This is an optimization exercise on Yosys and OpenROAD, whose aim is small area, a short achievable clock period and few clock cycles per item, not a production implementation.
Where RTL was checked, it was by simulation tests only, not by an equivalence proof against the original.
Only the layout flow was run in runs 2 to 4; the RTL was not checked for function there.
No activity file was given, so power comes from the tool's default toggle rates.

[flow/config.mk]
export PLATFORM = sky130hd
export DESIGN_NAME = task_priority_queue
export DESIGN_NICKNAME = task_priority_queue
export VERILOG_FILES = /design/flow/design.v
export SDC_FILE = /design/flow/constraint.sdc
export NUM_CORES = 4
export LEC_CHECK = 0
export CAP_MARGIN = 20
export CORE_MARGIN = 2
export CORE_UTILIZATION = 40
export CTS_CLUSTER_DIAMETER = 90
export CTS_CLUSTER_SIZE = 22
export SETUP_SLACK_MARGIN = 1.5
export SLEW_MARGIN = 20
export SYNTH_HIERARCHICAL = 1
export SYNTH_MINIMUM_KEEP_SIZE = 0
[flow/constraint.sdc]
create_clock -name core_clock -period 3.7 [get_ports {clk}]
set_input_delay 0.7400 -clock core_clock [delete_from_list [all_inputs] [get_ports {clk}]]
set_output_delay 0.7400 -clock core_clock [all_outputs]
set_load 0.01 [all_outputs]
[flow/design.v]
`default_nettype none
package tpq_pkg;
	typedef enum logic {
		OP_ENQ = 1'b0,
		OP_DEQ = 1'b1
	} op_t;
	typedef enum logic [1:0] {
		ST_OK    = 2'd0,
		ST_FULL  = 2'd1,
		ST_EMPTY = 2'd2
	} status_t;
	typedef struct packed {
		logic [7:0]  prio;
		logic [15:0] arrival;
		logic [15:0] service;
		logic [7:0]  dev;
	} entry_t;
	typedef struct packed {
		logic enq;
		logic deq;
	} ctrl_t;
endpackage
`default_nettype wire
`default_nettype none
module tpq_cell (
	input  wire logic            clk,
	input  wire logic            we,
	input  wire tpq_pkg::entry_t new_entry,
	input  wire logic [23:0]     new_key_x,  
	output tpq_pkg::entry_t      slot_q,
	output logic                 ahead
);
	tpq_cmp u_cmp (
		.sp (slot_q.prio),
		.sa (slot_q.arrival),
		.xp (new_key_x[23:16]),
		.xa (new_key_x[15:0]),
		.gt (ahead)
	);
	always_ff @(posedge clk) begin
		if (we) begin
			slot_q <= new_entry;
		end
	end
endmodule
module tpq_cmp (
	input  wire logic [7:0]  sp,
	input  wire logic [15:0] sa,
	input  wire logic [7:0]  xp,
	input  wire logic [15:0] xa,
	output logic             gt
);
	logic [23:0] g0, p0;
	logic [11:0] g1, p1;
	logic [5:0]  g2, p2;
	logic [2:0]  g3, p3;
	assign g0 = {sp & xp, ~(sa | xa)};
	assign p0 = {sp | xp, ~(sa & xa)};
	always_comb begin
		for (int k = 0; k < 12; k++) begin
			g1[k] = g0[2*k+1] | (p0[2*k+1] & g0[2*k]);
			p1[k] = p0[2*k+1] & p0[2*k];
		end
		for (int k = 0; k < 6; k++) begin
			g2[k] = g1[2*k+1] | (p1[2*k+1] & g1[2*k]);
			p2[k] = p1[2*k+1] & p1[2*k];
		end
		for (int k = 0; k < 3; k++) begin
			g3[k] = g2[2*k+1] | (p2[2*k+1] & g2[2*k]);
			p3[k] = p2[2*k+1] & p2[2*k];
		end
	end
	assign gt = g3[2] | (p3[2] & (g3[1] | (p3[1] & g3[0])));
endmodule
module tpq_head (
	input  wire logic [15:0]          valid,
	input  wire logic [15:0][15:0]    bef,         
	input  wire logic [15:0]          pend,        
	input  wire logic [15:0]          pend_ahead,  
	output logic      [15:0]          head
);
	localparam int N = 16;
	logic [N-1:0] skip;       
	logic         pend_best;  
	assign skip      = ~valid | pend;
	assign pend_best = !(|(pend_ahead & valid & ~pend));
	always_comb begin
		for (int i = 0; i < N; i++) begin
			head[i] = valid[i];
			for (int j = 0; j < N; j++) begin
				if (j < i) head[i] = head[i] && (skip[j] || !bef[j][i]);
				if (j > i) head[i] = head[i] && (skip[j] || bef[i][j]);
			end
			if (pend[i]) begin
				head[i] = valid[i] && pend_best;
			end else begin
				head[i] = head[i] && pend_ahead[i];
			end
		end
	end
endmodule
module tpq_omux (
	input  wire logic [16*48-1:0] slots,  
	input  wire logic [15:0]      sel,
	output logic      [47:0]      entry
);
	always_comb begin
		entry = '0;
		for (int i = 0; i < 16; i++) begin
			entry = entry | (slots[i*48 +: 48] & {48{sel[i]}});
		end
	end
endmodule
`default_nettype wire
`default_nettype none
module task_priority_queue
#(
	parameter int QUEUE_DEPTH = 16
) (
	input  wire logic        clk,
	input  wire logic        arst_n,
	input  wire logic        req_valid,
	output      logic        req_ready,
	input  wire logic        req_operation,
	input  wire logic [7:0]  req_priority_req,
	input  wire logic [15:0] req_arrive_tick,
	input  wire logic [15:0] req_run_cycles,
	input  wire logic [7:0]  req_owner_tag,
	output      logic        rsp_valid,
	input  wire logic        rsp_ready,
	output      logic [1:0]  rsp_status,
	output      logic        rsp_task_valid,
	output      logic [7:0]  rsp_out_priority,
	output      logic [15:0] rsp_out_arrive_tick,
	output      logic [15:0] rsp_out_run_cycles,
	output      logic [7:0]  rsp_out_owner_tag,
	output      logic [4:0]  rsp_occupancy
);
	localparam int N  = QUEUE_DEPTH;
	localparam int CW = $clog2(QUEUE_DEPTH + 1);
	logic [CW-1:0]   count_q;
	logic [N-1:0]    valid_q;
	logic [N-1:0]    alloc_q;      
	logic [N*48-1:0] slot_v;       
	logic [N-1:0]    ahead;        
	logic [N-1:0][N-1:0] bef_q;    
	logic [N-1:0]    head;         
	logic [N-1:0]    we;
	logic [N-1:0]    valid_next;
	logic [N-1:0]    alloc_next;
	logic [N-1:0]    pend_q;         
	logic [N-1:0]    pend_ahead_q;   
	logic            res_v_q;
	tpq_pkg::status_t res_status_q;
	logic            res_tvalid_q;
	logic [CW-1:0]   res_occ_q;
	logic [N-1:0]    res_sel_q;    
	logic            ovalid_q;
	tpq_pkg::status_t status_q;
	logic            tvalid_q;
	logic [CW-1:0]   occ_q;
	tpq_pkg::entry_t oentry_q;
	tpq_pkg::entry_t sel_entry;
	logic            adv, fire, is_full, is_empty, enq, deq;
	logic [CW-1:0]   count_next;
	tpq_pkg::entry_t new_entry;
	logic [23:0]     new_key_x;
	assign adv       = !ovalid_q || rsp_ready;
	assign req_ready = !res_v_q || adv;
	assign fire      = req_valid && req_ready;
	assign is_full   = count_q[CW-1];
	assign is_empty  = (count_q == '0);
	assign enq       = fire && (tpq_pkg::op_t'(req_operation) == tpq_pkg::OP_ENQ) && !is_full;
	assign deq       = fire && (tpq_pkg::op_t'(req_operation) == tpq_pkg::OP_DEQ) && !is_empty;
	assign new_entry.prio    = req_priority_req;
	assign new_entry.arrival = req_arrive_tick;
	assign new_entry.service = req_run_cycles;
	assign new_entry.dev     = req_owner_tag;
	assign new_key_x = ~{req_priority_req, req_arrive_tick};
	assign we = enq ? alloc_q : '0;
	for (genvar i = 0; i < N; i++) begin : g_cell
		tpq_cell u_cell (
			.clk       (clk),
			.we        (we[i]),
			.new_entry (new_entry),
			.new_key_x (new_key_x),
			.slot_q    (slot_v[i*48 +: 48]),
			.ahead     (ahead[i])
		);
	end
	tpq_head u_head (
		.valid      (valid_q),
		.bef        (bef_q),
		.pend       (pend_q),
		.pend_ahead (pend_ahead_q),
		.head       (head)
	);
	always_comb begin
		valid_next = valid_q;
		count_next = count_q;
		if (enq) begin
			valid_next = valid_q | alloc_q;
			count_next = count_q + CW'(1);
		end else if (deq) begin
			valid_next = valid_q & ~head;
			count_next = count_q - CW'(1);
		end
	end
	logic [N-1:0] alloc_enq;
	always_comb begin
		logic seen;
		seen = 1'b0;
		for (int i = 0; i < N; i++) begin
			alloc_enq[i] = !(valid_q[i] || alloc_q[i]) && !seen;
			seen = seen || !(valid_q[i] || alloc_q[i]);
		end
	end
	always_comb begin
		alloc_next = alloc_q;
		if (enq) begin
			alloc_next = alloc_enq;
		end else if (deq && is_full) begin
			alloc_next = head;
		end
	end
	always_ff @(posedge clk) begin
		for (int i = 0; i < N; i++) begin
			for (int j = i + 1; j < N; j++) begin
				if (pend_q[i] || pend_q[j]) begin
					bef_q[i][j] <= pend_q[i] ? !pend_ahead_q[j] : pend_ahead_q[i];
				end
			end
		end
	end
	always_ff @(posedge clk) begin
		pend_ahead_q <= enq ? ahead : '1;
	end
	always_ff @(posedge clk or negedge arst_n) begin
		if (!arst_n) begin
			count_q  <= '0;
			valid_q  <= '0;
			alloc_q  <= N'(1);
			pend_q   <= '0;
			res_v_q  <= 1'b0;
			ovalid_q <= 1'b0;
		end else begin
			count_q  <= count_next;
			valid_q  <= valid_next;
			alloc_q  <= alloc_next;
			pend_q   <= enq ? alloc_q : '0;
			if (fire) begin
				res_v_q <= 1'b1;
			end else if (adv) begin
				res_v_q <= 1'b0;
			end
			if (adv) begin
				ovalid_q <= res_v_q;
			end
		end
	end
	always_ff @(posedge clk) begin
		if (fire) begin
			res_tvalid_q <= deq;
			res_sel_q    <= deq ? head : '0;
			res_occ_q    <= count_next;
			if (enq || deq) begin
				res_status_q <= tpq_pkg::ST_OK;
			end else if (tpq_pkg::op_t'(req_operation) == tpq_pkg::OP_ENQ) begin
				res_status_q <= tpq_pkg::ST_FULL;
			end else begin
				res_status_q <= tpq_pkg::ST_EMPTY;
			end
		end
	end
	tpq_omux u_omux (
		.slots (slot_v),
		.sel   (res_sel_q),
		.entry (sel_entry)
	);
	always_ff @(posedge clk) begin
		if (adv && res_v_q) begin
			status_q <= res_status_q;
			tvalid_q <= res_tvalid_q;
			occ_q    <= res_occ_q;
			oentry_q <= sel_entry;
		end
	end
	assign rsp_valid           = ovalid_q;
	assign rsp_status          = status_q;
	assign rsp_task_valid      = tvalid_q;
	assign rsp_out_priority    = oentry_q.prio;
	assign rsp_out_arrive_tick = oentry_q.arrival;
	assign rsp_out_run_cycles  = oentry_q.service;
	assign rsp_out_owner_tag   = oentry_q.dev;
	assign rsp_occupancy       = occ_q;
endmodule
`default_nettype wire
[flow/run.sh]
#!/bin/bash
# synth_recipe.tcl (not shown) runs the flow's synth.tcl, then flattens the netlist and writes it again
# the make line also repeats each setting of config.mk as NAME=value (left out here)
make -C /OpenROAD-flow-scripts/flow DESIGN_CONFIG=/design/flow/config.mk WORK_HOME=/design/flow/orfs CLKGATE_MAP_FILE= SYNTH_SCRIPT=/design/flow/synth_recipe.tcl finish
==> summary.md, run 1 <==
| Metric | Value |
|---|---|
| Status | `no timing/DRC/antenna violations` |
| Core Region | `0.112 mm^2` |
| CTS Root Cell | `clkbuf_16` |
| RePlAce Congestion | `0.982` |
| Area occupied by multi-input gates | `0.0141 mm^2` |
| Part of the power in the clock network | `25.0%` |
| CTS tree | `yes` |
| GRT overflow | `0` |
| Mapped Area | `~0.045 mm^2` |
| Worst-Margin Slew | `~1.1 ns` |
| Sequential share of power | `55.0%` |
| Critical Path Fanout Max | `7` |
| Maximum buffer depth of the clock tree | `3` |
| Largest net degree at the start of global routing | `51` |
| Vias in the first global route | `30,500` |
| Overall Global Routing Usage | `24.1%` |
| R2R Path Start | `valid_q[5]` |
| Overall power | `~27 mW` |
| Number of vias per cell | `6.50` |
| Row cnt | `123` |
| Fin cells | `5,043` |
| Commonest cells after routing, fill and taps aside | `968 x edfxtp_1, 227 x buf_4, 206 x a221oi_1` |
| Comb power frac | `20.0%` |
| Max rail drop VDD | `0.377 mV` |
| Die area | `0.115 mm^2` |
| Clock period minus worst slack | `2.31 ns` |
| LEAKAGE | `between 15 and 20 nW` |
| Post-DRT Antenna Nets | `0` |
| Worst hold path class | `input port to asynchronous set/reset pin` |
| Setup crit start kind | `register` |
| Initial Util | `40.2%` |
| Internal Pwr Total | `about 19 mW` |
| Critical path arrival | `2.93 ns` |
| I/O pins | `111` |
| Crit path cell chain | `nand3b_1, nand4_1, or4_4, o32ai_4, o22ai_1, a211oi_1` |
| Post-detail-place hpwl | `89.0 mm` |
| Drt first pass iters | `8` |
| First-pass GRT wire length | `209 mm` |
| Slowest cell on crit path | `or4_4` |
| Layout Nets | `roughly 3,600` |
| Area delta synth->final | `18.5%` |
| Max-cap violation count | `0` |
| Cts bufs inserted | `54` |
| I/O Buffers | `110` |
| Initial antenna violation count | `4` |
| Worst skew pair latency | `0.71 ns` |
| Net Switching | `7.88 mW` |
| Commonest non-fill, non-tap cell in the layout | `edfxtp_1` |
| Flop-to-flop setup slack | `1.39 ns` |
| Worst relative slew slack | `a little over a quarter` |
| Worst Setup End Kind | `register` |
| Reg area | `0.0308 mm^2` |
| Dpl cells | `4,757` |
| Die Span Y | `340 um` |
| Switching share of power | `29.5%` |
| Setup TNS Final | `0 ns` |
| Hold bufs inserted after CTS | `0` |
| Fin. Hold Viols | `0` |
| Via count | `roughly 33,000` |
| Fin worst setup slack | `1.39 ns` |
| DRT iter0 DRCs | `4,602` |
| Share of cells above drive strength 1 | `21.7%` |
| Pwr/cell area | `499 mW/mm^2` |
| Fmax | `about 0.43 GHz` |
| RR Endpoint | `alloc_q[8]` |
| Die width | `roughly 340 um` |
| Drt wl/cell | `just under 30 um` |
| Drt total wl | `146 mm` |
| Layout Utilization | `47.6%` |
| CP Class | `register to register` |
| Synth Instances | `between 3,000 and 4,000` |
| Clock sinks | `1,039` |
| Fin. max-slew vios | `0` |
| Fillers | `slightly below 10,000` |
| Slowest cell delay on critical path | `0.70 ns` |
| Htree depth | `2` |
| FF-to-FF path depth | `6` |
| Final setup vio count | `0` |
| Clk slew on worst S/H paths | `roughly 0.09 ns` |
| Avg Inst Size Synth | `14.3 um^2` |
| Layout Skew | `between 0.02 and 0.025 ns` |
| Worst path required time | `between 4 and 5 ns` |
| Setup WS pre-CTS | `0.293 ns` |
| Critical path launch point | `valid_q[5]` |
| Unrepaired setup endpoints after global routing | `true` |
| Syn Nets | `3,210` |
| Period utilization | `62.5%` |
| Yosys Warn Count | `283` |
| # DRC | `0` |
==> layout make-up <==
cell class	instances	share of cell area, %
clock inverter	8	0.185
antenna	1	0.00469
timing repair buffer	447	9.05
sequential	1039	57.7
timing repair inverter	2	0.0281
multi-input combinational	1925	26.4
tap	1500	3.51
clock buffer	86	2.79
inverter	35	0.349
==> power by group through the flow <==
stage	sequential, mW	combinational, mW	clock (mW)
4_1_cts	14.6	4.91	6.80
3_3_place_gp	14.9	4.43	0
5_1_grt	14.7	5.64	7.19
3_5_place_dp	14.9	4.45	0
2_1_floorplan	14.6	2.79	0
6_report	14.7	5.34	6.66
==> through the flow <==
stage	hold slack, ns	instance area [um^2]
floorplan	0.400	45200
global placement	0.407	48900
detailed placement	0.408	48900
CTS	0.140	52100
global route	0.184	53400
finish	0.132	53400
==> state kept, by name, summed over array words and instances (netlist names) <==
| name | cells |
|---|---|
| status_q | 2 |
| res_status_q | 2 |
| g_cell.u_cell.slot_q | 768 |
| pend_ahead_q | 16 |
| res_v_q | 1 |
| bef_q | 120 |
| tvalid_q | 1 |
| alloc_q | 16 |
| valid_q | 16 |
| count_q | 5 |
| pend_q | 16 |
| res_sel_q | 16 |
| ovalid_q | 1 |
| oentry_q | 48 |
| res_tvalid_q | 1 |
| occ_q | 5 |
| res_occ_q | 5 |
==> repair_timing <==
item | in CTS | in global routing
pin swaps | 46 | 86
gates resized for setup | 231 | 153
buffers inserted | 86 | 74
cloned | 16 | 14
endpoints found under the setup margin | 925 | 217
==> critical path: cells and delay by family (launching register included) <==
family	cells	cell delay [ns]
compound gates	3	0.66
simple gates	3	1.07
flops	1	0.49
==> per-layer routing <==
| metal | vias to the layer above | part of all wire [%] | track usage (%) |
|---|---|---|---|
| met1 | 16600 | 42 | 34.7 |
| met3 | 304 | 9.3 | 4.53 |
| met5 | - | 0.023 | 0 |
| li1 | 14000 | - | - |
| met4 | 6 | 3.9 | 8.26 |
| met2 | 1868 | 45 | 36.8 |
==> how the worst max path moves through the flow <==
stage | slack (ns) | depth (start not counted) | endpoint
3_3_place_gp | 0.31 | 10 | pend_ahead_q[10]
4_1_cts | 1.28 | 4 | req_ready
6_report | 1.39 | 6 | alloc_q[8]
5_1_grt | 1.35 | 9 | alloc_q[13]
3_5_place_dp | 0.29 | 10 | pend_ahead_q[10]
2_1_floorplan | 1.04 | 8 | pend_ahead_q[0]
Testbench counts, summed over its fixed seeds: cycles 12,016, items 12,000.
==> inputs of run 2 (changes only) <==
--- a/flow/design.v
+++ b/flow/design.v
@@ -96,18 +96,6 @@
 			end else begin
 				head[i] = head[i] && pend_ahead[i];
 			end
-		end
-	end
-endmodule
-module tpq_omux (
-	input  wire logic [16*48-1:0] slots,  
-	input  wire logic [15:0]      sel,
-	output logic      [47:0]      entry
-);
-	always_comb begin
-		entry = '0;
-		for (int i = 0; i < 16; i++) begin
-			entry = entry | (slots[i*48 +: 48] & {48{sel[i]}});
 		end
 	end
 endmodule
@@ -272,11 +260,12 @@
 			end
 		end
 	end
-	tpq_omux u_omux (
-		.slots (slot_v),
-		.sel   (res_sel_q),
-		.entry (sel_entry)
-	);
+	always_comb begin
+		sel_entry = '0;
+		for (int i = 0; i < N; i++) begin
+			sel_entry = sel_entry | (slot_v[i*48 +: 48] & {48{res_sel_q[i]}});
+		end
+	end
 	always_ff @(posedge clk) begin
 		if (adv && res_v_q) begin
 			status_q <= res_status_q;
==> summary.md, run 2 <==
| Metric | Value |
|---|---|
| Setup TNS Final | `0 ns` |
| Yosys Warn Count | `282` |
| # DRC | `0` |
| Clk slew on worst S/H paths | `about 0.090 ns` |
| Worst hold path class | `input port to register` |
| RR Endpoint | `res_sel_q[8]` |
| Critical path buffer and inverter count | `2` |
| Row cnt | `123` |
| Clock period minus worst slack | `2.32 ns` |
| Critical path arrival | `2.90 ns` |
| Setup crit start kind | `register` |
| Max-cap violation count | `0` |
| Number of vias per cell | `between 6 and 7` |
| Overall power | `between 20 and 30 mW` |
| I/O pins | `111` |
| Drt wl/cell | `32.8 um` |
| R2R Path Start | `pend_ahead_q[4]` |
| Slowest cell on crit path | `or4_4` |
| RePlAce Congestion | `~1` |
| Top Registers | `g_cell.u_cell.slot_q x768, bef_q x120, oentry_q x48` |
| Crit path cell chain | `nand3b_4, nand4_4, or4_4, o32ai_4, buf_4, buf_6, and2_4` |
| Post-detail-place hpwl | `104 mm` |
| Worst relative slew slack | `between 20% and 30%` |
| Drt total wl | `167 mm` |
| Delay-heaviest family, CP | `simple AND/OR/NAND/NOR gates` |
| Post-DRT Antenna Nets | `0` |
| Initial antenna violation count | `6` |
| Clock sinks | `1,039` |
| Core Region | `between 0.1 and 0.15 mm^2` |
| Worst path required time | `4.28 ns` |
| CP Class | `register to register` |
| Pwr/cell area | `512 mW/mm^2` |
| Fin. max-slew vios | `0` |
| Hold Path End | `ovalid_q` |
| I/O Buffers | `110` |
| Initial Util | `between 40% and 50%` |
| Reg area | `0.0308 mm^2` |
| Slowest cell delay on critical path | `0.71 ns` |
| Cts bufs inserted | `56` |
| Flop-to-flop setup slack | `1.38 ns` |
| Commonest non-fill, non-tap cell in the layout | `edfxtp_1` |
| Area occupied by multi-input gates | `0.0141 mm^2` |
| Fmax | `between 0.4 and 0.5 GHz` |
| Drt first pass iters | `7` |
| CTS Root Cell | `clkbuf_16` |
| Largest Register | `g_cell.u_cell.slot_q` |
| Commonest cells after routing, fill and taps aside | `968 x edfxtp_1, 293 x buf_4, 201 x a221oi_1` |
| Dpl cells | `4,811` |
| DRT iter0 DRCs | `slightly below 6,000` |
| FF-to-FF path depth | `7` |
| Period utilization | `62.6%` |
| Area delta synth->final | `20.0%` |
| Layout Nets | `between 3,000 and 4,000` |
| Status | `no timing/DRC/antenna violations` |
| Syn Nets | `3,209` |
| Final setup vio count | `0` |
| GRT overflow | `0` |
| Mapped Area | `0.0450 mm^2` |
| Share of cells above drive strength 1 | `23.4%` |
| Worst-Margin Slew | `between 1 and 1.5 ns` |
| Hold path startpoint | `rsp_ready` |
| Die area | `0.115 mm^2` |
| Fin. Hold Viols | `0` |
| Synth Instances | `roughly 3,200` |
| Max rail drop VDD | `0.391 mV` |
| CTS tree | `yes` |
| Layout Skew | `between 0.04 and 0.05 ns` |
| LEAKAGE | `18.0 nW` |
| Max reg flops | `768` |
| Die width | `339 um` |
| Avg Inst Size Synth | `14.3 um^2` |
| Maximum buffer depth of the clock tree | `3` |
| Die Span Y | `339 um` |
| Fin cells | `5,104` |
| Via count | `34,300` |
| Critical Path Fanout Max | `8` |
| Setup WS pre-CTS | `0.209 ns` |
| Htree depth | `2` |
| Min Hold Slack | `about 0.35 ns` |
| Hold Crit Depth | `3` |
| Worst Setup End Kind | `register` |
| First-pass GRT wire length | `235 mm` |
| # diodes | `0` |
| Worst skew pair latency | `0.74 ns` |
| Unrepaired setup endpoints after global routing | `true` |
| Fin worst setup slack | `1.38 ns` |
| Overall Global Routing Usage | `27.9%` |
| Largest net degree at the start of global routing | `50` |
| Fillers | `9,859` |
| Vias in the first global route | `31,800` |
## run 2: per-layer routing
layer	vias up	GRT usage, %	routed length (um)
li1	14100	-	-
met1	17400	40.7	67700
met2	2470	40.7	72000
met3	370	6.61	20900
met4	10	9.57	6540
met5	-	0	74
## run 2: how the worst max path moves through the flow
| stage | start | to | slack [ns] | cells past startpoint |
|---|---|---|---|---|
| 2_1_floorplan | req_priority_req[2] | pend_ahead_q[0] | 1.05 | 8 |
| 3_3_place_gp | req_arrive_tick[9] | pend_ahead_q[5] | 0.16 | 10 |
| 3_5_place_dp | req_arrive_tick[9] | pend_ahead_q[5] | 0.21 | 10 |
| 4_1_cts | rsp_ready | req_ready | 1.31 | 4 |
| 5_1_grt | valid_q[4] | alloc_q[15] | 1.37 | 10 |
| 6_report | pend_ahead_q[4] | res_sel_q[8] | 1.38 | 7 |
## run 2: per-stage QoR
stage / utilization [%] / instance area (um^2)
after detailed placement: 44.1 / 49400
after global placement: 44.1 / 49400
after floorplan: - / 45100
after CTS: 47.0 / 52700
final: 48.2 / 54000
after global routing: 48.2 / 54000
## run 2: report_power, final
part	total, mW	internal (mW)	switching, mW
clock	7.02	3.05	3.97
combinational	5.89	2.27	3.61
sequential	14.7	13.9	0.808
## run 2: worst reg2reg max path: stages (launching register included)
cell and delay [ns]:
dfxtp_1 0.50, nand3b_4 0.20, nand4_4 0.11, or4_4 0.71
o32ai_4 0.26, buf_4 0.19, buf_6 0.10, and2_4 0.12
## run 2: what timing repair did
| action | CTS | global route |
|---|---|---|
| buffers inserted | 101 | 76 |
| gates cloned | 12 | 10 |
| hold endpoints to repair | 11 | 0 |
| pin swaps | 36 | 76 |
| endpoints found under the setup margin | 521 | 260 |
| hold buffers | 1 | 0 |
| resized for setup | 241 | 138 |
## run 2: layout make-up
class                      instances  share of cell area (%)
sequential                      1039                    57.0
multi-input combinational       1917                    26.1
timing repair buffer             515                    9.75
tap                             1500                    3.48
clock buffer                      79                    2.86
inverter                          39                   0.373
clock inverter                    14                   0.355
timing repair inverter             1                  0.0139
==> inputs of run 3 (changes only) <==
--- a/flow/config.mk
+++ b/flow/config.mk
@@ -10,7 +10,7 @@
 export CORE_UTILIZATION = 40
 export CTS_CLUSTER_DIAMETER = 90
 export CTS_CLUSTER_SIZE = 22
-export SETUP_SLACK_MARGIN = 1.5
+export SETUP_SLACK_MARGIN = 1.3
 export SLEW_MARGIN = 20
 export SYNTH_HIERARCHICAL = 1
 export SYNTH_MINIMUM_KEEP_SIZE = 0
==> summary.md, run 3 <==
| Metric | Value |
|---|---|
| Drt total wl | `163 mm` |
| Initial Util | `40.2%` |
| Comb power frac | `20.0%` |
| Worst Setup End Kind | `register` |
| Worst hold path class | `input port to register` |
| Avg Inst Size Synth | `14.3 um^2` |
| Worst skew pair latency | `0.73 ns` |
| Worst path required time | `4.26 ns` |
| Vias in the first global route | `31,000` |
| Commonest non-fill, non-tap cell in the layout | `edfxtp_1` |
| Row cnt | `123` |
| Metal-1 WL | `68.9 mm` |
| Setup crit start kind | `register` |
| Crit path cell chain | `nor2b_2, a22oi_1, o2111ai_1, o22ai_2, nand3_1, o22ai_1, a22oi_1, o21ai_1` |
| Net Switching | `a little over 8 mW` |
| Synth Instances | `approximately 3,200` |
| CTS tree | `yes` |
| # diodes | `0` |
| Max-cap violation count | `0` |
| Fin. max-slew vios | `0` |
| Cts bufs inserted | `57` |
| Area delta synth->final | `16.6%` |
| Critical Path Fanout Max | `10` |
| Top Metal Used | `met5` |
| Worst relative slew slack | `28.1%` |
| Core Region | `0.112 mm^2` |
| Layout Nets | `3,523` |
| I/O pins | `111` |
| Initial antenna violation count | `8` |
| Clk slew on worst S/H paths | `0.09 ns` |
| Status | `no timing/DRC/antenna violations` |
| Area occupied by multi-input gates | `0.0137 mm^2` |
| GRT overflow | `0` |
| Syn Nets | `3,209` |
| Drt first pass iters | `12` |
| Commonest cells after routing, fill and taps aside | `968 x edfxtp_1, 234 x buf_4, 208 x a221oi_1` |
| Maximum buffer depth of the clock tree | `3` |
| # DRC | `0` |
| Met2 routed WL | `69.8 mm` |
| Slowest cell delay on critical path | `0.66 ns` |
| Reg area | `0.0308 mm^2` |
| Clock sinks | `1,039` |
| First-pass GRT wire length | `228 mm` |
| Share of cells above drive strength 1 | `approximately a fifth` |
| CTS Root Cell | `clkbuf_16` |
| Fin. Hold Viols | `0` |
| Via count | `33,700` |
| Overall power | `27.1 mW` |
| Switching share of power | `30.4%` |
| Top Registers | `g_cell.u_cell.slot_q x768, bef_q x120, oentry_q x48` |
| CP Class | `register to register` |
| Max rail drop VDD | `~0.50 mV` |
| Number of vias per cell | `6.73` |
| Internal Pwr Total | `18.9 mW` |
| Layout Utilization | `46.8%` |
| Worst-Margin Slew | `1.08 ns` |
| Fillers | `9,944` |
| Largest Register | `g_cell.u_cell.slot_q` |
| Fmax | `0.393 GHz` |
| WL met3 | `around 20 mm` |
| Die width | `339 um` |
| Drt wl/cell | `between 30 and 40 um` |
| Pwr/cell area | `between 500 and 600 mW/mm^2` |
| Sequential share of power | `54.4%` |
| DRT iter0 DRCs | `approximately 5,700` |
| Max reg flops | `768` |
| Post-DRT Antenna Nets | `0` |
| I/O Buffers | `110` |
| Die area | `between 0.1 and 0.15 mm^2` |
| Unrepaired setup endpoints after global routing | `true` |
| Post-detail-place hpwl | `103 mm` |
| Slowest cell on crit path | `nor2b_2` |
| Critical path arrival | `3.11 ns` |
| Layout Skew | `0.0498 ns` |
| Period utilization | `68.8%` |
| Mapped Area | `approximately 0.045 mm^2` |
| Htree depth | `2` |
| Overall Global Routing Usage | `27.1%` |
| Yosys Warn Count | `282` |
| Largest net degree at the start of global routing | `51` |
| Part of the power in the clock network | `25.6%` |
| RePlAce Congestion | `0.997` |
| Clock period minus worst slack | `2.54 ns` |
| Final setup vio count | `0` |
| Crit path top cell by count | `a22oi_1` |
| LEAKAGE | `17.3 nW` |
| Die Span Y | `339 um` |
run 3: area by class of cell:
cell class | instances | share of cell area [%]
flip-flops and latches | 1039 | 58.7
repair buffers | 411 | 7.89
clock inverters | 18 | 0.386
inverters | 39 | 0.379
clock buffers | 77 | 2.86
well taps | 1500 | 3.58
repair inverters | 3 | 0.0334
multi-input cells | 1917 | 26.2
run 3: power groups by stage:
stage | clock network, mW | registers [mW] | logic (mW)
floorplan | 0 | 14.6 | 2.86
detailed placement | 0 | 15.0 | 4.96
global placement | 0 | 15.0 | 4.95
global route | 7.42 | 14.8 | 5.68
finish | 6.95 | 14.7 | 5.44
CTS | 7.07 | 14.7 | 5.13
run 3: per-layer routing:
layer	GRT usage [%]	up-vias
li1	-	13900
met1	40.3	17100
met2	39.6	2389
met3	6.47	312
met4	7.35	4
met5	0	-
run 3: worst paths after layout:
kind / end / start / slack (ns) / depth (start not counted)
setup reg to reg: alloc_q[15] / valid_q[3] / 1.16 / 8
setup / recovery: alloc_q[15] / valid_q[3] / 1.16 / 8
hold / removal: ovalid_q / rsp_ready / 0.36 / 3
min in group asynchronous: pend_q[6] / arst_n / 0.53 / 2
max in group asynchronous: alloc_q[0] / arst_n / 2.39 / 3
hold reg to reg: status_q[1] / res_status_q[1] / 0.42 / 0
run 3: stage by stage:
| step | cells | setup slack, ns | setup TNS [ns] | instance area, um^2 | hold WS [ns] |
|---|---|---|---|---|---|
| CTS | 4965 | 1.14 | 0 | 51800 | 0.430 |
| detailed placement | 4813 | 0.0393 | 0 | 49400 | 0.407 |
| global placement | 4813 | -0.00171 | -0.00171 | 49400 | 0.401 |
| global route | 5004 | 1.14 | 0 | 52500 | 0.355 |
| floorplan | 3154 | 1.05 | 0 | 45100 | 0.400 |
| finish | 5004 | 1.16 | 0 | 52500 | 0.359 |
run 3: repair_timing:
| item | 4_1_cts | 5_1_grt |
|---|---|---|
| gates resized for setup | 80 | 80 |
| buffers inserted | 52 | 32 |
| gates cloned | 4 | 7 |
| setup endpoints to repair | 64 | 49 |
| pin swaps | 30 | 16 |
| hold endpoints to repair | 16 | 0 |
| hold buffers | 1 | 0 |
run 3: worst max-delay path: cells and delay by family (launching register included):
kind | cells | cell delay (ns)
compound gates | 6 | 1.00
simple gates | 2 | 0.77
flops | 1 | 0.61
==> inputs of run 4 (changes only) <==
--- a/flow/config.mk
+++ b/flow/config.mk
@@ -10,7 +10,7 @@
 export CORE_UTILIZATION = 40
 export CTS_CLUSTER_DIAMETER = 90
 export CTS_CLUSTER_SIZE = 22
-export SETUP_SLACK_MARGIN = 1.3
+export SETUP_SLACK_MARGIN = 1.7
 export SLEW_MARGIN = 20
 export SYNTH_HIERARCHICAL = 1
 export SYNTH_MINIMUM_KEEP_SIZE = 0
==> summary.md, run 4 <==
| Metric | Value |
|---|---|
| Largest net degree at the start of global routing | `57` |
| Row cnt | `123` |
| Overall Global Routing Usage | `29.1%` |
| Status | `no timing/DRC/antenna violations` |
| Overall power | `28.3 mW` |
| Reg area | `0.0308 mm^2` |
| Worst-Margin Slew | `between 1 and 1.5 ns` |
| I/O pins | `approximately 110` |
| GR Util met1 | `42.4%` |
| Yosys Warn Count | `282` |
| Clock period minus worst slack | `2.33 ns` |
| Area occupied by multi-input gates | `about 0.015 mm^2` |
| Setup TNS Final | `0 ns` |
| LEAKAGE | `19.2 nW` |
| Grt peak-use layer | `met1` |
| Post-DRT Antenna Nets | `0` |
| CTS tree | `yes` |
| Commonest non-fill, non-tap cell in the layout | `edfxtp_1` |
| Met3 GRT Util | `7.73%` |
| GRT overflow | `0` |
| Avg Inst Size Synth | `14.3 um^2` |
| Share of cells above drive strength 1 | `30.6%` |
| Critical path arrival | `2.96 ns` |
| Largest Register | `g_cell.u_cell.slot_q` |
| DRT iter0 DRCs | `6,382` |
| Worst skew pair latency | `0.72 ns` |
| Drt first pass iters | `9` |
| Drt total wl | `about 180 mm` |
| Area delta synth->final | `25.4%` |
| # DRC | `0` |
| Pwr/cell area | `501 mW/mm^2` |
| Syn Nets | `3,209` |
| Initial Util | `40.2%` |
| Number of vias per cell | `6.77` |
| Worst Setup End Kind | `register` |
| Die Span Y | `339 um` |
| Cts bufs inserted | `55` |
| Synth Instances | `3,154` |
| Initial antenna violation count | `9` |
| Fin. Hold Viols | `0` |
| Worst path required time | `4.33 ns` |
| Period utilization | `63.0%` |
| Layout Skew | `~0.031 ns` |
| Worst hold path class | `input port to asynchronous set/reset pin` |
| Top Registers | `g_cell.u_cell.slot_q x768, bef_q x120, oentry_q x48` |
| Dpl cells | `between 4,000 and 5,000` |
| Setup crit start kind | `register` |
| Commonest cells after routing, fill and taps aside | `968 x edfxtp_1, 350 x buf_4, 192 x a21oi_1` |
| Clk slew on worst S/H paths | `0.10 ns` |
| Fin cells | `5,242` |
| Core Region | `about 0.11 mm^2` |
| CP Class | `register to register` |
| Max reg flops | `between 700 and 800` |
| CTS Root Cell | `clkbuf_16` |
| Die area | `0.115 mm^2` |
| First-pass GRT wire length | `~240 mm` |
| I/O Buffers | `110` |
| Die width | `about 340 um` |
| Vias in the first global route | `between 30,000 and 40,000` |
| Unrepaired setup endpoints after global routing | `true` |
| Fillers | `roughly 9,500` |
| Critical Path Fanout Max | `10` |
| Drt wl/cell | `34.1 um` |
| Via count | `35,500` |
| Htree depth | `2` |
| Mapped Area | `0.0450 mm^2` |
| Max rail drop VDD | `0.329 mV` |
| Fmax | `0.429 GHz` |
| Final setup vio count | `0` |
| Post-detail-place hpwl | `106 mm` |
| Max-cap violation count | `0` |
| Clock sinks | `1,039` |
| Flop-to-flop setup slack | `approximately 1.4 ns` |
| Worst relative slew slack | `between 30% and 40%` |
| Fin. max-slew vios | `0` |
| Maximum buffer depth of the clock tree | `3` |
| Layout Nets | `3,762` |
| RePlAce Congestion | `0.992` |
| Met2 Use GR | `approximately 42%` |
## run 4: cell count changes in the layout (fill, tap and decap cells not counted), moves of 23 or more
cell / previous run / this run
buf_16: 0 / 23
buf_2: 3 / 64
buf_4: 234 / 350
buf_12: 45 / 82
a221oi_2: 1 / 34
clkdlybuf4s50_1: 77 / 26
buf_6: 9 / 60
a221oi_1: 208 / 172
## run 4: report_power, final
| group | internal (mW) | switching (mW) |
|---|---|---|
| Combinational | 2.69 | 3.96 |
| Sequential | 13.9 | 0.827 |
| Clock | 2.90 | 3.95 |
## run 4: worst paths after layout
path | end | start | cells past startpoint
max reg2reg | alloc_q[11] | valid_q[4] | 8
min in group core_clock | occ_q[4] | res_occ_q[4] | 0
min | pend_q[9] | arst_n | 1
min reg2reg | occ_q[4] | res_occ_q[4] | 0
max | alloc_q[11] | valid_q[4] | 8
max in group asynchronous | pend_q[4] | arst_n | 2
## run 4: timing repair
action / in CTS / in global routing
hold buffers: 0 / 0
resized for setup: 648 / 145
endpoints found under the setup margin: 981 / 197
setup buffers: 222 / 71
pin swaps: 116 / 95
cloned: 31 / 17
## run 4: metal layers
metal / routed length, um / vias to the layer above
li1: - / 14400
met2: 75200 / 2731
met4: 7360 / 10
met5: 65 / -
met1: 71500 / 17900
met3: 24500 / 431
## run 4: worst max-delay path, stage by stage, from the launching register on
cell and delay (ns):
dfrtp_1 0.37, buf_4 0.19, nand3b_4 0.12, nand4_4 0.14, or4_4 0.71, buf_6 0.18, o32ai_4 0.19, nand3_1 0.13
a32oi_1 0.20
## run 4: cell type report
| type | instances | share of cell area (%) |
|---|---|---|
| repair inverters | 2 | 0.0244 |
| clock buffers | 78 | 2.61 |
| clock inverters | 13 | 0.290 |
| flip-flops and latches | 1039 | 54.6 |
| repair buffers | 653 | 12.6 |
| well taps | 1500 | 3.33 |
| diodes | 1 | 0.00443 |
| inverters | 39 | 0.375 |
| multi-input cells | 1917 | 26.1 |
## run 4: per-stage QoR
| step | utilization (%) | hold WS, ns | worst slack, ns | instance area (um^2) |
|---|---|---|---|---|
| 5_1_grt | 50.4 | 0.201 | 1.35 | 56400 |
| 4_1_cts | 48.9 | 0.186 | 1.39 | 54800 |
| 3_3_place_gp | 44.1 | 0.401 | 0.0643 | 49500 |
| 6_report | 50.4 | 0.168 | 1.37 | 56400 |
| 2_1_floorplan | - | 0.400 | 1.05 | 45200 |
| 3_5_place_dp | 44.2 | 0.405 | 0.00221 | 49500 |
==> inputs of run 5 (changes only) <==
--- a/flow/design.v
+++ b/flow/design.v
@@ -83,7 +83,7 @@
 	logic [N-1:0] skip;       
 	logic         pend_best;  
 	assign skip      = ~valid | pend;
-	assign pend_best = !(|(pend_ahead & valid & ~pend));
+	assign pend_best = !(|pend_ahead);
 	always_comb begin
 		for (int i = 0; i < N; i++) begin
 			head[i] = valid[i];
@@ -221,7 +221,7 @@
 		end
 	end
 	always_ff @(posedge clk) begin
-		pend_ahead_q <= enq ? ahead : '1;
+		pend_ahead_q <= enq ? (ahead & valid_q) : '1;
 	end
 	always_ff @(posedge clk or negedge arst_n) begin
 		if (!arst_n) begin
--- a/flow/config.mk
+++ b/flow/config.mk
@@ -10,7 +10,7 @@
 export CORE_UTILIZATION = 40
 export CTS_CLUSTER_DIAMETER = 90
 export CTS_CLUSTER_SIZE = 22
-export SETUP_SLACK_MARGIN = 1.7
+export SETUP_SLACK_MARGIN = 1.5
 export SLEW_MARGIN = 20
 export SYNTH_HIERARCHICAL = 1
 export SYNTH_MINIMUM_KEEP_SIZE = 0
==> summary.md, run 5 <==
| Metric | Value |
|---|---|
| Pwr/cell area | `511 mW/mm^2` |
| Hold bufs inserted after CTS | `0` |
| Overall Global Routing Usage | `about 28%` |
| Core Region | `0.111 mm^2` |
| Die Span Y | `339 um` |
| Worst path required time | `approximately 4.3 ns` |
| Avg Inst Size Synth | `14.2 um^2` |
| Yosys Warn Count | `282` |
| Unrepaired setup endpoints after global routing | `true` |
| Largest Register | `g_cell.u_cell.slot_q` |
| Worst hold path class | `input port to asynchronous set/reset pin` |
| Initial antenna violation count | `3` |
| Syn Nets | `3,206` |
| Drt first pass iters | `10` |
| RePlAce Congestion | `about 0.97` |
| LEAKAGE | `around 18 nW` |
| CP Class | `register to register` |
| CTS tree | `yes` |
| Htree depth | `2` |
| Number of vias per cell | `6.75` |
| Share of cells above drive strength 1 | `~22%` |
| Initial Util | `40.4%` |
| Synth Instances | `3,151` |
| Largest net degree at the start of global routing | `51` |
| Worst Setup End Kind | `register` |
| First-pass GRT wire length | `235 mm` |
| Top Registers | `g_cell.u_cell.slot_q x768, bef_q x120, oentry_q x48` |
| Final setup vio count | `0` |
| Row cnt | `~120` |
| Layout Skew | `0.0606 ns` |
| Status | `no timing/DRC/antenna violations` |
| Commonest cells after routing, fill and taps aside | `968 x edfxtp_1, 281 x buf_4, 193 x a221oi_1` |
| Area delta synth->final | `19.4%` |
| Die width | `339 um` |
| Reg area | `slightly above 0.03 mm^2` |
| Maximum buffer depth of the clock tree | `3` |
| DRT iter0 DRCs | `between 5,000 and 6,000` |
| Drt wl/cell | `32.8 um` |
| Fillers | `9,633` |
| Vias in the first global route | `32,000` |
| # DRC | `0` |
| Die area | `roughly 0.11 mm^2` |
| Worst-Margin Slew | `~1.1 ns` |
| Fin. max-slew vios | `0` |
| Area occupied by multi-input gates | `0.0137 mm^2` |
| Max rail drop VDD | `0.457 mV` |
| Max reg flops | `768` |
| Layout Nets | `3,598` |
| Critical path arrival | `around 2.9 ns` |
| Via count | `34,200` |
| Mapped Area | `0.0448 mm^2` |
| Fmax | `about 0.43 GHz` |
| Worst skew pair latency | `0.71 ns` |
| CTS Root Cell | `clkbuf_16` |
| I/O pins | `111` |
| Clock period minus worst slack | `2.30 ns` |
| Clock sinks | `around 1,000` |
| Max-cap violation count | `0` |
| Post-route cell area | `about 0.053 mm^2` |
| Drt total wl | `166 mm` |
| Dpl cell area | `0.0491 mm^2` |
| Setup crit start kind | `register` |
| Fin. Hold Viols | `0` |
| Period utilization | `between 60 and 70%` |
| Cts bufs inserted | `55` |
| Clk slew on worst S/H paths | `0.10 ns` |
| # diodes | `0` |
| Post-DRT Antenna Nets | `0` |
| Commonest non-fill, non-tap cell in the layout | `edfxtp_1` |
| I/O Buffers | `110` |
| Critical Path Fanout Max | `3` |
| Post-detail-place hpwl | `approximately 100 mm` |
| Worst relative slew slack | `23.5%` |
| Setup TNS Final | `0 ns` |
| GRT overflow | `0` |
==> run 5: changes by cell type in the layout (fill, tap and decap cells not counted), moves of 30 or more <==
cell           before  now
dlygate4sd2_1       9   64
buf_4             350  281
buf_6              60   19
nand2_1            51   81
buf_2              64    9
==> run 5: critical path, stage by stage, from the launching register on <==
cell and delay, ns:
edfxtp_1 0.45, a222oi_1 0.39, buf_4 0.20, o2111a_1 0.24
o21ai_2 0.08, o211ai_1 0.54, a2111oi_2 0.06, nor2_1 0.12
nand2_1 0.06, nand2_1 0.06
==> run 5: metrics by stage <==
step	hold slack, ns	setup slack (ns)	cells	utilization (%)	total power [mW]
2_1_floorplan	0.400	1.06	3151	-	17.6
3_3_place_gp	0.404	0.104	4781	44.3	19.9
3_5_place_dp	0.410	0.102	4783	44.3	20.0
4_1_cts	0.129	1.31	4989	47.5	26.9
5_1_grt	0.159	1.35	5059	48.2	28.1
6_report	0.116	1.40	5059	48.2	27.3
==> run 5: final timing paths <==
| path | cells past startpoint | startpoint | to | slack, ns |
|---|---|---|---|---|
| worst min-delay path | 1 | arst_n | valid_q[10] | 0.12 |
| worst max-delay path | 9 | g_cell[13].u_cell.slot_q[39] | pend_ahead_q[13] | 1.40 |
| min in group core_clock | 3 | rsp_ready | ovalid_q | 0.37 |
| max in group asynchronous | 2 | arst_n | pend_q[6] | 2.71 |
| worst max register to register | 9 | g_cell[13].u_cell.slot_q[39] | pend_ahead_q[13] | 1.40 |
| worst min register to register | 0 | res_occ_q[4] | occ_q[4] | 0.43 |
==> run 5: what timing repair did <==
action                                  in CTS  in global routing
gates resized for setup                    252                 95
cloned                                      22                  3
setup buffers                               99                 67
pin swaps                                   55                 51
endpoints found under the setup margin     626                117
==> run 5: cell type report <==
| cell class | count | area share [%] |
|---|---|---|
| flip-flops and latches | 1039 | 57.6 |
| clock inverters | 15 | 0.304 |
| repair buffers | 498 | 9.83 |
| well taps | 1488 | 3.48 |
| multi-input cells | 1906 | 25.7 |
| clock buffers | 70 | 2.68 |
| inverters | 42 | 0.358 |
| repair inverters | 1 | 0.0140 |
==> run 5: routing by layer <==
metal	vias up	part of all wire, %	wire (um)	GRT usage, %
li1	14000	-	-	-
met1	17400	40	66400	39.4
met2	2367	46	75500	43.9
met3	385	11	17500	4.81
met4	2	3.8	6340	8.74
met5	-	0.0097	16	0
==> run 5: power breakdown <==
part | switching, mW | leakage [nW] | total (mW) | internal (mW)
registers | 0.785 | 9.40 | 14.8 | 14.0
clock network | 3.93 | 0.773 | 6.72 | 2.79
logic | 3.61 | 7.84 | 5.82 | 2.21
total | 8.33 | 18.0 | 27.3 | 19.0
Testbench counts of run 5, summed over its fixed seeds: cycles 12,016, items 12,000.
==> inputs of run 6 (changes only) <==
--- a/flow/config.mk
+++ b/flow/config.mk
@@ -7,7 +7,7 @@
 export LEC_CHECK = 0
 export CAP_MARGIN = 20
 export CORE_MARGIN = 2
-export CORE_UTILIZATION = 40
+export CORE_UTILIZATION = 55
 export CTS_CLUSTER_DIAMETER = 90
 export CTS_CLUSTER_SIZE = 22
 export SETUP_SLACK_MARGIN = 1.5
==> summary.md, run 6 <==
| Metric | Value |
|---|---|
| DRT iter0 DRCs | `5,783` |
| Max reg flops | `around 770` |
| Critical path arrival | `between 2 and 3 ns` |
| Final setup vio count | `0` |
| Reg area | `0.0308 mm^2` |
| Worst skew pair latency | `approximately 0.71 ns` |
| Area delta synth->final | `21.0%` |
| Initial Util | `55.6%` |
| RePlAce Congestion | `roughly 1.0` |
| Drt wl/cell | `36.6 um` |
| Drt first pass iters | `9` |
| Unrepaired setup endpoints after global routing | `true` |
| Crit path cell chain | `buf_6, clkinv_4, buf_8, buf_4, buf_4, a21oi_1, o2111a_2, o21ai_2, o211ai_1, a2111oi_2, nor2_1, nand2_1, nand2_1` |
| Critical path launch point | `req_arrive_tick[8]` |
| Worst path required time | `~4.3 ns` |
| Layout Utilization | `67.2%` |
| Layout Skew | `just under 0.06 ns` |
| # DRC | `0` |
| LEAKAGE | `18.6 nW` |
| Number of vias per cell | `7.53` |
| Maximum buffer depth of the clock tree | `3` |
| Fillers | `approximately 5,700` |
| Setup TNS Final | `0 ns` |
| Htree depth | `2` |
| Initial antenna violation count | `3` |
| Slowest cell delay on critical path | `0.45 ns` |
| Synth Instances | `3,151` |
| Period utilization | `a little under two thirds` |
| CTS Root Cell | `clkbuf_16` |
| Via count | `35,600` |
| Overall Global Routing Usage | `roughly two fifths` |
| Syn Nets | `3,206` |
| Largest net degree at the start of global routing | `51` |
| Fin. max-slew vios | `0` |
| Vias in the first global route | `33,500` |
| Worst relative slew slack | `26.6%` |
| Max-cap violation count | `0` |
| Max rail drop VDD | `0.429 mV` |
| Clk slew on worst S/H paths | `0.10 ns` |
| CTS tree | `yes` |
| Slowest cell on crit path | `a21oi_1` |
| Status | `no timing/DRC/antenna violations` |
| Pwr/cell area | `512 mW/mm^2` |
| Cts bufs inserted | `55` |
| First-pass GRT wire length | `between 200 and 250 mm` |
| Core Region | `0.0805 mm^2` |
| Drt total wl | `173 mm` |
| I/O Buffers | `110` |
| Fmax | `about 0.43 GHz` |
| Area occupied by multi-input gates | `0.0141 mm^2` |
| Commonest non-fill, non-tap cell in the layout | `edfxtp_1` |
| Die Span Y | `roughly 290 um` |
| GRT overflow | `0` |
| Critical Path Fanout Max | `5` |
| Post-detail-place hpwl | `roughly 110 mm` |
| Avg Inst Size Synth | `14.2 um^2` |
| Yosys Warn Count | `approximately 280` |
| Worst hold path class | `input port to asynchronous set/reset pin` |
| R2R Path Start | `g_cell[9].u_cell.slot_q[39]` |
| FF-to-FF path depth | `8` |
| Top Registers | `g_cell.u_cell.slot_q x768, bef_q x120, oentry_q x48` |
| I/O pins | `111` |
| Row cnt | `104` |
| Share of cells above drive strength 1 | `25.9%` |
| Worst-Margin Slew | `approximately 1.1 ns` |
| Die width | `between 200 and 300 um` |
| Commonest cells after routing, fill and taps aside | `968 x edfxtp_1, 353 x buf_4, 202 x a221oi_1` |
| Largest Register | `g_cell.u_cell.slot_q` |
| Setup crit start kind | `input port` |
| Clock sinks | `1,039` |
| CP Class | `input port to register` |
| Clock period minus worst slack | `2.35 ns` |
| Fin. Hold Viols | `0` |
| Die area | `0.0837 mm^2` |
| Mapped Area | `0.0448 mm^2` |
| Worst Setup End Kind | `register` |
| Layout Nets | `3,693` |
| Post-DRT Antenna Nets | `0` |
==> run 6: per-layer routing <==
layer	vias up	part of all wire (%)	global-route usage, %
li1	14200	-	-
met1	17800	37	55.2
met2	2999	45	61.5
met3	610	12	8.75
met4	6	6.2	21.2
met5	-	0.025	0
==> run 6: layout make-up <==
cell class | instances | area share, %
flip-flops and latches | 1039 | 56.9
multi-input cells | 1905 | 26.0
repair buffers | 593 | 11.3
clock buffers | 71 | 2.65
well taps | 1060 | 2.45
inverters | 42 | 0.398
clock inverters | 13 | 0.310
repair inverters | 2 | 0.0231
diodes | 1 | 0.00462
==> run 6: report_power, final <==
group	total [mW]	leakage [nW]	internal (mW)	switching [mW]
clock	6.63	0.773	2.80	3.82
combinational	6.25	8.42	2.40	3.84
sequential	14.8	9.40	14.0	0.850
total	27.7	18.6	19.2	8.52
==> run 6: stage by stage <==
stage	hold WS [ns]	cells	setup slack, ns	cell area, um^2	total power, mW
finish	0.120	4726	1.35	54100	27.7
global placement	0.409	4363	0.168	48600	20.0
detailed placement	0.411	4364	0.130	48600	20.1
CTS	0.132	4598	1.33	52600	27.1
global route	0.176	4725	1.32	54100	28.3
floorplan	0.400	3151	1.06	44900	17.6
==> run 6: worst max-delay path: cells and delay by family <==
family | cells | cell delay [ns]
buffers and inverters | 5 | 0.54
AOI/OAI and AO/OA | 5 | 1.42
and+or+nand+nor | 3 | 0.25
==> run 6: worst paths after layout <==
kind                                         to  slack [ns]
worst max-delay path            pend_ahead_q[8]        1.35
worst min register to register      status_q[0]        0.43
worst max register to register  pend_ahead_q[9]        1.44
max in group asynchronous            alloc_q[0]        2.83
min in group core_clock                ovalid_q        0.40
worst min-delay path                 pend_q[14]        0.12
==> run 6: timing repair <==
item / CTS / global route
pin swaps: 68 / 95
gates resized for setup: 329 / 146
gates cloned: 22 / 3
buffers inserted: 128 / 124
endpoints found under the setup margin: 480 / 158
hold buffers: 0 / 0
==> inputs of run 7 (changes only) <==
--- a/flow/design.v
+++ b/flow/design.v
@@ -136,7 +136,8 @@
 	logic [N-1:0]    we;
 	logic [N-1:0]    valid_next;
 	logic [N-1:0]    alloc_next;
-	logic [N-1:0]    pend_q;         
+	logic [N-1:0]    pend_n_q;       
+	logic [N-1:0]    pend_q;
 	logic [N-1:0]    pend_ahead_q;   
 	logic            res_v_q;
 	tpq_pkg::status_t res_status_q;
@@ -222,20 +223,20 @@
 	end
 	always_ff @(posedge clk) begin
 		pend_ahead_q <= enq ? (ahead & valid_q) : '1;
-	end
+		pend_n_q     <= enq ? ~alloc_q : '1;
+	end
+	assign pend_q = ~pend_n_q;
 	always_ff @(posedge clk or negedge arst_n) begin
 		if (!arst_n) begin
 			count_q  <= '0;
 			valid_q  <= '0;
 			alloc_q  <= N'(1);
-			pend_q   <= '0;
 			res_v_q  <= 1'b0;
 			ovalid_q <= 1'b0;
 		end else begin
 			count_q  <= count_next;
 			valid_q  <= valid_next;
 			alloc_q  <= alloc_next;
-			pend_q   <= enq ? alloc_q : '0;
 			if (fire) begin
 				res_v_q <= 1'b1;
 			end else if (adv) begin
--- a/flow/config.mk
+++ b/flow/config.mk
@@ -7,7 +7,7 @@
 export LEC_CHECK = 0
 export CAP_MARGIN = 20
 export CORE_MARGIN = 2
-export CORE_UTILIZATION = 55
+export CORE_UTILIZATION = 40
 export CTS_CLUSTER_DIAMETER = 90
 export CTS_CLUSTER_SIZE = 22
 export SETUP_SLACK_MARGIN = 1.5
==> summary.md, run 7 <==
| Metric | Value |
|---|---|
| Die Span Y | `between 300 and 400 um` |
| Grt peak-use layer | `met2` |
| Post-detail-place hpwl | `98.7 mm` |
| CTS tree | `yes` |
| Largest Register | `g_cell.u_cell.slot_q` |
| Fin. max-slew vios | `0` |
| Die area | `0.114 mm^2` |
| Core Region | `0.110 mm^2` |
| # DRC | `0` |
| LEAKAGE | `18.2 nW` |
| I/O pins | `~110` |
| GR Util met1 | `between 30% and 40%` |
| Worst-Margin Slew | `1.05 ns` |
| Pwr/cell area | `466 mW/mm^2` |
| Layout Nets | `3,602` |
| Clk slew on worst S/H paths | `0.10 ns` |
| Maximum buffer depth of the clock tree | `3` |
| Syn Nets | `3,247` |
| Status | `no timing/DRC/antenna violations` |
| CTS Root Cell | `clkbuf_16` |
| Sequential share of power | `57.4%` |
| Final setup vio count | `0` |
| Worst hold path class | `input port to register` |
| Critical path arrival | `2.90 ns` |
| Clock sinks | `roughly 1,000` |
| Clock period minus worst slack | `2.27 ns` |
| Share of cells above drive strength 1 | `between 10% and 20%` |
| Worst Setup End Kind | `register` |
| Min Hold Slack | `0.333 ns` |
| I/O Buffers | `110` |
| Setup WS pre-CTS | `around 0.23 ns` |
| First-pass GRT wire length | `233 mm` |
| Commonest cells after routing, fill and taps aside | `968 x edfxtp_1, 250 x buf_4, 206 x a221oi_1` |
| Max rail drop VDD | `0.409 mV` |
| Part of the power in the clock network | `27.4%` |
| Initial Util | `just over 40%` |
| Yosys Warn Count | `282` |
| Worst relative slew slack | `30.3%` |
| Mapped Area | `0.0444 mm^2` |
| Top Registers | `g_cell.u_cell.slot_q x768, bef_q x120, oentry_q x48` |
| Fin worst setup slack | `between 1 and 1.5 ns` |
| Post-DRT Antenna Nets | `0` |
| Setup TNS Final | `0 ns` |
| Layout Skew | `0.0750 ns` |
| Switching share of power | `27.8%` |
| Internal Pwr Total | `between 15 and 20 mW` |
| Synth Instances | `3,192` |
| Overall power | `~25 mW` |
| Largest net degree at the start of global routing | `49` |
| Drt first pass iters | `9` |
| Area delta synth->final | `19.6%` |
| Cts bufs inserted | `55` |
| Avg Inst Size Synth | `roughly 14 um^2` |
| Vias in the first global route | `31,900` |
| DRT iter0 DRCs | `5,131` |
| Max-cap violation count | `0` |
| Die width | `337 um` |
| Initial antenna violation count | `7` |
| Htree depth | `2` |
| Via count | `34,000` |
| Net Switching | `around 7 mW` |
| Overall Global Routing Usage | `28.4%` |
| Commonest non-fill, non-tap cell in the layout | `edfxtp_1` |
| RePlAce Congestion | `around 0.96` |
| Drt total wl | `166 mm` |
| Row cnt | `approximately 120` |
| Worst path required time | `4.33 ns` |
| Critical Path Fanout Max | `24` |
| Fin. Hold Viols | `0` |
| Worst skew pair latency | `0.73 ns` |
| Max reg flops | `768` |
| Drt wl/cell | `around 33 um` |
| Comb power frac | `15.2%` |
| CP Class | `input port to register` |
| Number of vias per cell | `6.71` |
| Met2 Use GR | `44.7%` |
| GRT overflow | `0` |
| Unrepaired setup endpoints after global routing | `true` |
| Met3 GRT Util | `5.15%` |
| Setup crit start kind | `input port` |
| Period utilization | `61.3%` |
| Fmax | `0.441 GHz` |
[run 7: layer usage]
metal | part of all wire [%] | wire length, um
met1 | 40 | 65800
met4 | 3.7 | 6230
met5 | 0.035 | 59
met2 | 46 | 76200
met3 | 11 | 18100
[run 7: metrics by stage]
step / utilization (%) / std cells / area (um^2)
4_1_cts: 47.3 / 5008 / 52200
6_report: 48.1 / 5068 / 53100
3_5_place_dp: 44.2 / 4814 / 48800
5_1_grt: 48.1 / 5067 / 53100
3_3_place_gp: 44.2 / 4814 / 48800
2_1_floorplan: - / 3192 / 44600
[run 7: timing repair]
item                                    4_1_cts  5_1_grt
endpoints found under the setup margin      893      378
hold buffers                                  0        1
endpoints found under the hold margin         0       14
gates cloned                                 22        8
pin swaps                                    56       66
buffers inserted                             83       49
gates resized for setup                     268      104
[run 7: final cells by class]
class	instances	area (um^2)
Tap cell	1488	1860
Timing Repair Buffer	461	5010
Fill cell	9565	57300
Timing Repair inverter	4	27.5
Sequential cell	1039	30700
Antenna cell	1	2.50
Clock inverter	10	149
Inverter	84	420
Multi-Input combinational cell	1902	13400
Clock buffer	79	1480
[run 7: worst max-delay path, cell delays in order]
cell,delay [ns]
buf_4,0.10
clkinvlp_4,0.10
buf_6,0.15
buf_4,0.14
buf_16,0.16
a31oi_1,0.17
nor2_1,0.09
maj3_2,0.30
a221o_1,0.40
a2111oi_2,0.35
nor2_1,0.08
nand2_1,0.07
nand2_1,0.05
[run 7: path summary, 6_finish.rpt]
| check | from | to | slack [ns] | cells after the start |
|---|---|---|---|---|
| worst min register to register | res_occ_q[0] | occ_q[0] | 0.43 | 0 |
| worst max-delay path | req_priority_req[2] | pend_ahead_q[0] | 1.43 | 13 |
| min in group asynchronous | arst_n | res_v_q | 0.48 | 2 |
| worst max register to register | g_cell[8].u_cell.slot_q[39] | pend_ahead_q[8] | 1.44 | 9 |
| max in group asynchronous | arst_n | alloc_q[0] | 2.64 | 3 |
| worst min-delay path | rsp_ready | ovalid_q | 0.33 | 3 |
[run 7: power by group through the flow]
stage          logic, mW  clock network, mW  registers, mW
6_report            3.78               6.78           14.2
3_3_place_gp        3.22                  0           14.5
3_5_place_dp        3.24                  0           14.5
2_1_floorplan       1.80                  0           14.2
5_1_grt             3.96               7.24           14.3
4_1_cts             3.54               6.87           14.2
Testbench counts of run 7, summed over its fixed seeds: cycles 12,016, items 12,000.
==> inputs of run 8 (changes only) <==
--- a/flow/config.mk
+++ b/flow/config.mk
@@ -8,8 +8,8 @@
 export CAP_MARGIN = 20
 export CORE_MARGIN = 2
 export CORE_UTILIZATION = 40
-export CTS_CLUSTER_DIAMETER = 90
-export CTS_CLUSTER_SIZE = 22
+export CTS_CLUSTER_DIAMETER = 100
+export CTS_CLUSTER_SIZE = 26
 export SETUP_SLACK_MARGIN = 1.5
 export SLEW_MARGIN = 20
 export SYNTH_HIERARCHICAL = 1
==> summary.md, run 8 <==
| Metric | Value |
|---|---|
| Setup WS pre-CTS | `about 0.23 ns` |
| Drt total wl | `168 mm` |
| Post-detail-place hpwl | `98.7 mm` |
| Setup TNS Final | `0 ns` |
| Fin. Hold Viols | `0` |
| Drt first pass iters | `10` |
| Sequential share of power | `58.1%` |
| Critical path arrival | `~3.0 ns` |
| Max reg flops | `768` |
| RR Endpoint | `oentry_q[32]` |
| Avg Inst Size Synth | `13.9 um^2` |
| I/O pins | `around 110` |
| Worst-Margin Slew | `around 1.1 ns` |
| # DRC | `0` |
| Max rail drop VDD | `0.361 mV` |
| Final setup vio count | `0` |
| Layout Skew | `~0.066 ns` |
| Mapped Area | `0.0444 mm^2` |
| Commonest non-fill, non-tap cell in the layout | `edfxtp_1` |
| Die area | `around 0.11 mm^2` |
| Clock sinks | `roughly 1,000` |
| CTS Root Cell | `clkbuf_16` |
| Yosys Warn Count | `282` |
| DRT iter0 DRCs | `5,444` |
| Unrepaired setup endpoints after global routing | `true` |
| Area delta synth->final | `19.7%` |
| Setup crit start kind | `input port` |
| Maximum buffer depth of the clock tree | `3` |
| Worst skew pair latency | `0.71 ns` |
| Commonest cells after routing, fill and taps aside | `968 x edfxtp_1, 259 x buf_4, 203 x nand2_1` |
| Hold bufs inserted after CTS | `0` |
| Number of vias per cell | `6.73` |
| CTS tree | `yes` |
| Area occupied by multi-input gates | `0.0135 mm^2` |
| Vias in the first global route | `31,900` |
| Pwr/cell area | `459 mW/mm^2` |
| Fillers | `roughly 9,500` |
| Switching share of power | `27.9%` |
| CP Class | `input port to register` |
| Via count | `34,100` |
| Die width | `337 um` |
| Drt wl/cell | `33.1 um` |
| Worst hold path class | `input port to asynchronous set/reset pin` |
| Reg area | `0.0307 mm^2` |
| Comb power frac | `15.6%` |
| Syn Nets | `3,247` |
| Share of cells above drive strength 1 | `19.0%` |
| Flop-to-flop setup slack | `roughly 1.4 ns` |
| Fin worst setup slack | `1.42 ns` |
| Critical Path Fanout Max | `10` |
| Worst Setup End Kind | `register` |
| Worst path required time | `4.36 ns` |
| Part of the power in the clock network | `26.2%` |
| Row cnt | `122` |
| Initial Util | `between 40% and 50%` |
| Max-cap violation count | `0` |
| Initial antenna violation count | `8` |
| RePlAce Congestion | `0.959` |
| LEAKAGE | `about 18 nW` |
| Die Span Y | `337 um` |
| Overall Global Routing Usage | `28.4%` |
| Htree depth | `2` |
| Status | `no timing/DRC/antenna violations` |
| Layout Nets | `3,609` |
| Cts bufs inserted | `47` |
| Period utilization | `61.7%` |
| R2R Path Start | `res_sel_q[1]` |
| First-pass GRT wire length | `234 mm` |
| Core Region | `0.110 mm^2` |
| Post-DRT Antenna Nets | `0` |
| I/O Buffers | `110` |
| GRT overflow | `0` |
| Fin. max-slew vios | `0` |
| Net Switching | `slightly below 7 mW` |
| Top Registers | `g_cell.u_cell.slot_q x768, bef_q x120, oentry_q x48` |
| FF-to-FF path depth | `4` |
| Clock period minus worst slack | `2.28 ns` |
| Worst relative slew slack | `29.6%` |
| Internal Pwr Total | `17.6 mW` |
| Largest Register | `g_cell.u_cell.slot_q` |
| Fmax | `0.438 GHz` |
| Clk slew on worst S/H paths | `0.12 ns` |
| Synth Instances | `3,192` |
| Largest net degree at the start of global routing | `49` |
[run 8: layout make-up]
class	instances	area share, %
Timing Repair Buffer	477	9.79
Tap cell	1488	3.50
Antenna cell	2	0.00941
Timing Repair inverter	4	0.0565
Sequential cell	1039	57.8
Inverter	84	0.791
Multi-Input combinational cell	1901	25.4
Clock inverter	9	0.221
Clock buffer	67	2.47
[run 8: how the worst max path moves through the flow]
stage,startpoint,slack (ns),depth (start not counted),endpoint
after global placement,req_arrive_tick[15],0.25,11,pend_ahead_q[8]
after global routing,g_cell[5].u_cell.slot_q[39],1.34,9,pend_ahead_q[5]
after detailed placement,req_arrive_tick[13],0.23,11,pend_ahead_q[15]
after CTS,rsp_ready,1.28,4,req_ready
final,req_priority_req[7],1.42,9,pend_ahead_q[7]
after floorplan,req_priority_req[2],1.06,9,pend_ahead_q[6]
[run 8: through the flow]
step	cell area (um^2)	power, mW	cells	util, %	hold WS [ns]
after detailed placement	48800	17.7	4814	44.2	0.410
after floorplan	44600	16.0	3192	-	0.400
final	53200	24.4	5071	48.2	0.192
after CTS	52000	24.2	4997	47.2	0.209
after global routing	53200	25.1	5069	48.2	0.245
after global placement	48800	17.7	4814	44.2	0.408
[run 8: timing repair]
item                       CTS  global route
pin swaps                   52            76
gates cloned                25             9
resized for setup          270           114
setup endpoints to repair  901           222
buffers inserted            82            63
[run 8: critical path: stages]
cell and delay [ns]:
clkdlybuf4s50_1 0.44, inv_2 0.20, nor2_1 0.10, nor3_1 0.71, a221o_1 0.39, a2111oi_2 0.08
nor2_1 0.15, nand2_1 0.06, nand2_1 0.07
[run 8: power groups by stage]
stage          Combinational, mW  Clock [mW]  Sequential (mW)
5_1_grt                     4.00        6.82             14.3
2_1_floorplan               1.80           0             14.2
3_3_place_gp                3.22           0             14.5
6_report                    3.82        6.41             14.2
3_5_place_dp                3.24           0             14.5
4_1_cts                     3.59        6.44             14.2
[run 8: per-layer routing]
layer  up-vias  share of wire (%)  global-route usage [%]
met5         -              0.037                       0
li1      14000                  -                       -
met3       388                 11                    5.84
met1     17300                 39                    39.3
met4        10                3.7                    9.30
met2      2396                 46                    44.8

what the ideal ports hide:
The flow's constraints put no driver on any port. The routed layouts listed below were extracted and timed again, unchanged, in two steps. Step 1 assumes that a clkbuf_16 drives the clock port and a buf_2 every other input. Step 2 adds t to the input delays and takes it off the output delays; t is the mean of the earliest and latest rising clock arrival at the registers after step 1. Input paths then give back, and output paths get back, about the clock's delay inside the block. a / b / c = ideal ports / drivers / drivers and shift; a / b = the first two.
run | t, ns | slack for setup (ns) | hold WS [ns] | slew at the worst register clock pin (ns)
run 1 | 0.760 | 1.386 / 1.381 / 0.749 | 0.132 / 0.124 / 0.428 | 0.10 / 0.10
run 2 | 0.788 | 1.384 / 1.384 / 0.757 | 0.350 / 0.302 / 0.429 | 0.11 / 0.11
run 3 | 0.776 | 1.156 / 1.156 / 0.535 | 0.359 / 0.312 / 0.423 | 0.10 / 0.10
run 4 | 0.774 | 1.370 / 1.370 / 0.694 | 0.168 / 0.124 / 0.429 | 0.10 / 0.10
run 5 | 0.752 | 1.399 / 1.399 / 0.745 | 0.116 / 0.070 / 0.429 | 0.11 / 0.11
run 6 | 0.743 | 1.352 / 1.379 / 0.636 | 0.120 / 0.088 / 0.427 | 0.10 / 0.10
run 7 | 0.766 | 1.432 / 1.364 / 0.650 | 0.333 / 0.305 / 0.430 | 0.10 / 0.10
run 8 | 0.749 | 1.417 / 1.377 / 0.679 | 0.192 / 0.139 / 0.434 | 0.12 / 0.12
After both steps every run listed still meets setup and hold. The setup slack of run 7, which loses most, moves by -0.068 ns with the drivers and by -0.782 ns with both steps.
